What follows belongs to an exercise in optimizing a design on an open flow for a short achievable clock period and few clock cycles; a production flow would make more cautious choices.
At most, simulation tests tie the RTL to the original design; equivalence was not proved.
Power and IR drop assume default switching activity.

==> violet <==
==> flow/design.v (excerpt) <==
module core #(
    parameter logic [31:0] BOOT_ADDRESS = 32'h0000_0000
) (
    input  logic        i_clk,
    input  logic        i_rst,
    output logic [31:0] o_imem_addr,
    input  logic [31:0] i_imem_data,
    output logic        o_dmem_en,
    output logic        o_dmem_wr,
    output logic [31:0] o_dmem_addr,
    output logic [31:0] o_dmem_wdata,
    input  logic [31:0] i_dmem_rdata,
    input  logic        i_dmem_done,
    output logic        o_ecall,
    output logic [31:0] o_epc,
    output logic [1:0]  o_cause
);
clock: 5.5 ns
lec_check: 0
abc_clock_period_in_ps: 2500
cap_margin: 20
core_margin: 2
core_utilization: 40
setup_slack_margin: 3.0
slew_margin: 20
tns_end_percent: 100
run.sh (not shown) runs the stock make flow with config.mk's settings and CLKGATE_MAP_FILE= SYNTH_SCRIPT=/design/flow/synth_recipe.tcl, a recipe that flattens the netlist after the stock synthesis.
==> tundra: changes against violet <==
--- a/flow/design.v
+++ b/flow/design.v
@@ -210,94 +210,23 @@
             de_rd    <= rd;
             de_a     <= v1;
             de_b     <= is_op ? v2 : imm;
             de_s     <= (e_hit2 && !de_load) ? e_res : m_hit2 ? m_data : rf2;
             de_pc    <= fd_pc;
             de_alt   <= d_alt;
         end
     end
-    localparam int LPN = 4;
-    logic [LPN-1:0] lp_v, lp_tv;
-    logic [11:0]    lp_tag  [LPN];
-    logic [5:0]     lp_cnt  [LPN];
-    logic [5:0]     lp_trip [LPN];
-    logic [1:0]     lp_rr;
-    logic           lp_exit, lp_upd, lp_ehit;
-    logic [LPN-1:0] lp_fhit, lp_ehv;
-    always_comb
-    begin
-        lp_exit = 1'b0;
-        lp_ehit = 1'b0;
-        for (int i = 0; i < LPN; i++)
-        begin
-            lp_fhit[i] = lp_v[i] && lp_tag[i] == pc[13:2];
-            lp_ehv[i]  = lp_v[i] && lp_tag[i] == de_pc[13:2];
-            lp_exit    = lp_exit || (lp_fhit[i] && lp_tv[i] && lp_cnt[i] == lp_trip[i]);
-            lp_ehit    = lp_ehit || lp_ehv[i];
-        end
-    end
-    assign lp_upd = e_free && de_valid && de_br && de_b[31];
-    always_ff @(posedge i_clk or posedge i_rst)
-    begin
-        if (i_rst)
-        begin
-            lp_v  <= '0;
-            lp_tv <= '0;
-            lp_rr <= '0;
-        end
-        else if (lp_upd)
-        begin
-            if (lp_ehit)
-            begin
-                for (int i = 0; i < LPN; i++)
-                    if (lp_ehv[i] && !e_taken)
-                        lp_tv[i] <= lp_cnt[i] != 6'h3f;
-            end
-            else if (e_taken)
-            begin
-                lp_v[lp_rr]  <= 1'b1;
-                lp_tv[lp_rr] <= 1'b0;
-                lp_rr        <= lp_rr + 2'd1;
-            end
-        end
-    end
-    always_ff @(posedge i_clk)
-    begin
-        if (lp_upd)
-        begin
-            if (lp_ehit)
-            begin
-                for (int i = 0; i < LPN; i++)
-                    if (lp_ehv[i])
-                    begin
-                        if (e_taken)
-                            lp_cnt[i] <= lp_cnt[i] + ((lp_cnt[i] != 6'h3f) ? 6'd1 : 6'd0);
-                        else
-                        begin
-                            lp_trip[i] <= lp_cnt[i];
-                            lp_cnt[i]  <= 6'd0;
-                        end
-                    end
-            end
-            else if (e_taken)
-            begin
-                lp_tag[lp_rr] <= de_pc[13:2];
-                lp_cnt[lp_rr] <= 6'd1;
-            end
-        end
-    end
     logic [31:0] f_word, f_next;
     logic        f_br, f_pred, f_same;
     assign o_imem_addr = pc;
     assign f_word = i_imem_data;
     assign f_br   = f_word[6:0] == 7'b1100011 && f_word[14:13] == 2'b00;
     assign f_same = f_word[19:15] == f_word[24:20];
-    assign f_pred = f_br && (f_same ? !f_word[12]
-                                    : ((f_word[12] || f_word[31]) && !(f_word[31] && lp_exit)));
+    assign f_pred = f_br && (f_same ? !f_word[12] : (f_word[12] || f_word[31]));
     assign f_next = f_pred ? pc + {{20{f_word[31]}}, f_word[7], f_word[30:25], f_word[11:8], 1'b0}
                            : pc + 32'd4;
     always_ff @(posedge i_clk or posedge i_rst)
     begin
         if (i_rst)
         begin
             pc       <= BOOT_ADDRESS;
             fd_valid <= 1'b0;
- ABC_CLOCK_PERIOD_IN_PS: 2500 -> 3000
- CORE_UTILIZATION: 40 -> 50
- SETUP_SLACK_MARGIN: 3.0 -> 2.5
==> qor summary <==
quantity                                                            tundra          violet
Status                                                      finished clean  finished clean
Largest net degree at the start of global routing                      155              88
Area of the placeable core                                     143000 um^2     190000 um^2
Overall die area                                               147000 um^2     195000 um^2
Asr flop ratio synth                                                 5.19%           5.50%
Clk. pwr                                                          10000 uW        11000 uW
Initial drt markers                                                   6157            7484
Data required, critical path                                       6060 ps         6050 ps
Routed vias/inst                                                      6.59            6.22
Share of total power in sequential cells                             42.4%           41.8%
Met1 WL                                                           95900 um       102000 um
Total of clock buffers placed in the layout                            188             195
Power Dens Cells                                               362 nW/um^2     359 nW/um^2
Multi-input gate share of the layout cell area                       35.5%           35.3%
Non-clock buffers                                                      807             936
Area fraction in compound gates after synthesis                      8.14%           7.66%
Net Sw Power                                                      10200 uW        11300 uW
Combinational power                                                8750 uW         9720 uW
Total clock sinks                                                     1386            1492
Signal arrival time at the worst endpoint                          4050 ps         4210 ps
Share of Yosys cell area claimed by the top area cell type           54.5%           54.0%
Worst path bufs/invs                                                     4               1
Testbench counts of violet, summed over its fixed seeds: cycles 94,598.
The RTL of tundra was laid out without a check of its function.

[re-timing with driven ports]
No port has a modelled driver above. Below, the same layouts with a new extraction and two added sets of constraints.
Step 1, drivers: a clkbuf_16 drives i_clk and a buf_2 each remaining input, both assumed.
Step 2, shift: input delay + t, output delay - t, t = (earliest + latest rising clock arrival at the registers) / 2. This alone moves slack from input paths to output paths.
Three values: no drivers, after step 1, after step 2; two values: the first two.
run	t, ns	slack for setup (ns)	hold slack, ns	worst setup path after step 2	clock arrival spread, ns
violet	0.884	1.834 / 1.834 / 1.450	0.438 / 0.438 / 0.438	input to register	0.113 / 0.113
tundra	0.897	2.011 / 2.011 / 1.458	0.421 / 0.421 / 0.421	input to register	0.041 / 0.041
After both steps every run listed still meets setup and hold. The setup slack of tundra, which loses most, moves by 0.000 ns with the drivers and by -0.553 ns with both steps.
